Background: an optimization exercise with open tools, aiming at small area. Do not read the settings as production practice. At most, simulation tests tie the RTL to the original design; equivalence was not proved. No activity file was given, so power comes from the tool's default toggle rates.

==> run K <==
==> flow/design.v <==
`timescale 1ns/100ps
`default_nettype none
package tdc_readout_pkg;
    localparam int NB_BYTE        = 8;
    localparam int BYTES_PER_WORD = 4;
    localparam int NB_WORD        = NB_BYTE * BYTES_PER_WORD;
    localparam int NB_FINE   = 12;
    localparam int NB_COARSE = NB_WORD - NB_FINE;
    localparam int UART_DATA_BITS  = 8;
    localparam int UART_FRAME_BITS = UART_DATA_BITS + 2;
    typedef struct packed {
        logic [NB_COARSE-1:0] coarse_count;
        logic [NB_FINE-1:0]   fine_code;
    } tdc_meas_t;
    typedef union packed {
        tdc_meas_t                              meas;
        logic [BYTES_PER_WORD-1:0][NB_BYTE-1:0] bytes;
    } tdc_word_u;
endpackage
`default_nettype wire
`timescale 1ns/100ps
`default_nettype none
module tdc_readout_top
#(
    parameter int FIFO_STAGES  = 4,
    parameter int STAGE_DEPTH  = 8,
    parameter int CLKS_PER_BIT = 64,
    parameter int READ_LIMIT   = 1024
) (
    input  wire            clkWizard,
    input  wire            finish_mem_reset,
    input  wire            measure_done,
    input  wire [31:0]     measure_word,
    input  wire            start_writing,
    input  wire            start_reading,
    output logic           led_write_err,
    output logic           led_write_stage,
    output logic           led_read_stage,
    output logic           tx
);
    localparam int DEPTH = FIFO_STAGES * STAGE_DEPTH;    
    localparam int PAIRS = DEPTH / 2;
    localparam int CW    = $clog2(DEPTH + 1);            
    localparam int SW    = $clog2(DEPTH);                
    wire rst = finish_mem_reset;
    logic writing, reading;
    wire  idle = !writing && !reading;
    wire  writing_nx = !rst && (idle ? start_writing : (writing && !start_reading));
    wire  reading_nx = !rst && (reading || (idle ? !start_writing && start_reading
                                                 : (writing && start_reading)));
    always_ff @(posedge clkWizard) begin
        writing <= writing_nx;
        reading <= reading_nx;
    end
    logic [CW-1:0] cnt;
    wire           full = cnt[CW-1];
    logic          can_push;     
    wire           push = measure_done && can_push;
    always_ff @(posedge clkWizard) begin
        if (rst) begin
            led_write_err   <= 1'b0;
            led_write_stage <= 1'b0;
            led_read_stage  <= 1'b0;
        end else begin
            led_write_err   <= measure_done && writing && full;
            led_write_stage <= writing;
            led_read_stage  <= reading;
        end
    end
    logic [2:0] arrived;
    wire        head_valid = arrived[2] && (cnt != '0);
    logic       holding;
    wire        take = reading && head_valid && !holding;
    wire [CW-1:0] cnt_nx = rst  ? '0 :
                           push ? cnt + 1'b1 :
                           take ? cnt - 1'b1 : cnt;
    wire          can_push_nx = writing_nx && !cnt_nx[CW-1];
    always_ff @(posedge clkWizard) begin
        cnt      <= cnt_nx;
        can_push <= can_push_nx;
        if (rst)
            arrived <= '0;
        else
            arrived <= {arrived[1:0], cnt != '0};
    end
    logic          odd;          
    logic          pending;      
    logic          direct;       
    logic          pending_n;    
    logic          direct_n;     
    logic [4:0]    shifts;       
    logic          cons_pend;    
    logic          consume;      
    wire align  = reading && (shifts != '0);
    wire rd_go  = (align || cons_pend) && !odd;
    wire shift  = pending || (measure_done && direct) || rd_go;
    wire hold   = pending_n && (!measure_done || direct_n) && !rd_go;
    wire odd_nx     = !rst && !shift && !odd;
    wire pending_nx = !rst && push && (pending || odd);
    wire direct_nx  = can_push_nx && !odd_nx && !pending_nx;
    always_ff @(posedge clkWizard) begin
        odd       <= odd_nx;
        pending   <= pending_nx;
        pending_n <= !pending_nx;
        direct    <= direct_nx;
        direct_n  <= !direct_nx;
        if (rst) begin
            shifts    <= '0;
            cons_pend <= 1'b0;
        end else begin
            if (shift && !cons_pend)
                shifts <= {shifts[3:0], shifts[4] ^ shifts[2] ^ (shifts[3:0] == 4'd0)};
            cons_pend <= consume || (cons_pend && odd);
        end
    end
    logic        ph_a, ph_b;
    logic [31:0] dly;
    logic [31:0] pos_e [0:PAIRS-1];
    logic [31:0] pos_o [0:PAIRS-1];
    always_ff @(posedge clkWizard) begin
        if (rst) begin
            ph_a <= 1'b0;
            ph_b <= 1'b0;
        end else begin
            ph_a <= !ph_b;
            ph_b <= ph_a;
        end
    end
    always_ff @(posedge clkWizard) begin
        dly <= measure_word;
    end
    wire [31:0] src_n = ~((dly | {32{pending_n}}) & (measure_word | {32{pending}}));
    wire [31:0] src   = src_n ^ {32{!ph_b}};
    always_ff @(posedge clkWizard) begin
        pos_e[0] <= ~((src | {32{hold}}) & (pos_o[0] | {32{shift}}));
        for (int i = 1; i < PAIRS; i++)
            pos_e[i] <= ~((pos_o[i-1] | {32{hold}}) & (pos_o[i] | {32{shift}}));
        for (int i = 0; i < PAIRS; i++)
            pos_o[i] <= pos_e[i];
    end
    logic [1:0] byte_idx;        
    logic       send;
    logic       busy;
    always_ff @(posedge clkWizard) begin
        if (rst) begin
            holding  <= 1'b0;
            byte_idx <= '0;
            send     <= 1'b0;
        end else begin
            send <= holding && !busy && !send;
            if (take)
                holding <= 1'b1;
            else if (send && byte_idx == 2'd3)
                holding <= 1'b0;
            if (send)
                byte_idx <= byte_idx + 1'b1;
        end
    end
    logic [5:0] tick;
    logic [3:0] bit_idx;
    wire        bit_end = (tick == 6'b100000);
    wire [1:0] cur_byte = byte_idx - 1'b1;
    wire       head_bit = pos_o[PAIRS-1][{cur_byte, bit_idx[2:0]}] ^ ph_b;
    logic      pre;
    wire       data_bit = odd ? pre : head_bit;
    always_ff @(posedge clkWizard) begin
        if (!odd)
            pre <= head_bit;
    end
    assign consume = busy && bit_end && (bit_idx == 4'd8) && (cur_byte == 2'd3);
    always_ff @(posedge clkWizard) begin
        if (rst) begin
            busy    <= 1'b0;
            tx      <= 1'b1;
            tick    <= '0;
            bit_idx <= '0;
        end else if (!busy) begin
            if (send) begin
                busy <= 1'b1;
                tx   <= 1'b0;
            end
        end else begin
            tick <= {tick[4:0], tick[5] ^ tick[4] ^ (tick[4:0] == 5'd0)};
            if (bit_end) begin
                if (bit_idx == 4'd9) begin
                    busy    <= 1'b0;
                    tx      <= 1'b1;
                    bit_idx <= '0;
                end else begin
                    bit_idx <= bit_idx + 1'b1;
                    tx      <= bit_idx[3] ? 1'b1 : data_bit;
                end
            end
        end
    end
endmodule
`default_nettype wire
==> flow/flow/run.sh <==
#!/bin/bash
set -euo pipefail
export BUFFER_PORTS_ARGS="-buffer_cell sky130_fd_sc_hd__buf_1"
export CTS_ARGS="-sink_clustering_enable -repair_clock_nets -sink_clustering_size 22 -sink_clustering_max_diameter 60 -buf_list sky130_fd_sc_hd__clkbuf_8 -dont_use_dummy_load"
bash standard.sh > make.log 2>&1
==> flow/standard.sh <==
#!/bin/bash
# synth_recipe.tcl (not shown) runs the flow's synth.tcl, then flattens the netlist and writes it again
# the make line also repeats each setting of config.mk as NAME=value (left out here)
make -C /OpenROAD-flow-scripts/flow DESIGN_CONFIG=/design/flow/config.mk WORK_HOME=/design/flow/orfs CLKGATE_MAP_FILE= SYNTH_SCRIPT=/design/flow/synth_recipe.tcl "${@:-finish}"
==> flow/config.mk <==
export PLATFORM = sky130hd
export DESIGN_NAME = tdc_readout_top
export DESIGN_NICKNAME = tdc_readout_top
export VERILOG_FILES = /design/flow/design.v
export SDC_FILE = /design/flow/constraint.sdc
export NUM_CORES = 4
export LEC_CHECK = 0
export CAP_MARGIN = 20
export CORE_MARGIN = 2
export CORE_UTILIZATION = 60
export CTS_BUF_LIST = sky130_fd_sc_hd__clkbuf_8
export CTS_CLUSTER_DIAMETER = 60
export CTS_CLUSTER_SIZE = 22
export SLEW_MARGIN = 20
==> flow/constraint.sdc <==
create_clock -name core_clock -period 5.0 [get_ports {clkWizard}]
set_input_delay 1.0000 -clock core_clock [delete_from_list [all_inputs] [get_ports {clkWizard}]]
set_output_delay 1.0000 -clock core_clock [all_outputs]
set_load 0.01 [all_outputs]
==> run X: changes against run K <==
--- a/flow/design.v
+++ b/flow/design.v
@@ -90,3 +90,3 @@
     logic          direct_n;     
-    logic [4:0]    shifts;       
+    logic [SW-1:0] shifts;       
     logic          cons_pend;    
@@ -111,3 +111,3 @@
             if (shift && !cons_pend)
-                shifts <= {shifts[3:0], shifts[4] ^ shifts[2] ^ (shifts[3:0] == 4'd0)};
+                shifts <= shifts + 1'b1;
             cons_pend <= consume || (cons_pend && odd);
@@ -160,3 +160,3 @@
     logic [3:0] bit_idx;
-    wire        bit_end = (tick == 6'b100000);
+    wire        bit_end = (tick == 6'd63);
     wire [1:0] cur_byte = byte_idx - 1'b1;
@@ -182,3 +182,3 @@
         end else begin
-            tick <= {tick[4:0], tick[5] ^ tick[4] ^ (tick[4:0] == 5'd0)};
+            tick <= tick + 1'b1;
             if (bit_end) begin
==> flow/run.sh (new file) <==
#!/bin/bash
# synth_recipe.tcl (not shown) runs the flow's synth.tcl, then flattens the netlist and writes it again
# the make line also repeats each setting of config.mk as NAME=value (left out here)
make -C /OpenROAD-flow-scripts/flow DESIGN_CONFIG=/design/flow/config.mk WORK_HOME=/design/flow/orfs CLKGATE_MAP_FILE= SYNTH_SCRIPT=/design/flow/synth_recipe.tcl finish
CORE_UTILIZATION = 70   (was 60)
CTS_BUF_LIST = sky130_fd_sc_hd__clkbuf_16   (was sky130_fd_sc_hd__clkbuf_8)
CTS_CLUSTER_DIAMETER = 70   (was 60)
CTS_CLUSTER_SIZE = 36   (was 22)
PLACE_DENSITY = 0.85   (was default)
removed: flow/flow/run.sh
removed: flow/standard.sh
==> notes.md <==
Between run K and run X, the lower non-clock buffer count is in run X (gap 8). Flip-flop and latch count is the same in run X and run K. Of run K and run X, run X has the higher via count (gap 2.9%, measured against run X). Of run K and run X, run K has the higher register-to-register slack (gap 0.47 ns). Utilization: run K is lower than run X (12 points). Sequential power is about the same in run K and run X.
The RTL of run K was laid out without a check of its function.

-- separate check: timing with driven ports --
No port has a modelled driver above. Below, the same layouts with a new extraction and two added sets of constraints. Step 1, drivers: a clkbuf_16 drives clkWizard and a buf_2 each remaining input, both assumed. Step 2 moves the port delays by t, midway between the first and last clock arrival at a register: inputs arrive t later, outputs are due t later. That takes back most of the time a late clock gives input paths. a / b / c = ideal / step 1 / step 2; a / b = the first two.
run | shift t [ns] | setup WS [ns] | latest minus earliest clock arrival (ns) | pins driven straight from the clock port
run K | 0.717 | 2.113 / 2.113 / 1.859 | 0.060 / 0.061 | 1
run X | 0.641 | 1.638 / 1.638 / 1.361 | 0.027 / 0.027 | 1
After both steps every run listed still meets setup and hold. For run X, which loses most, drivers alone change the setup slack by 0.000 ns; drivers and shift together by -0.277 ns.
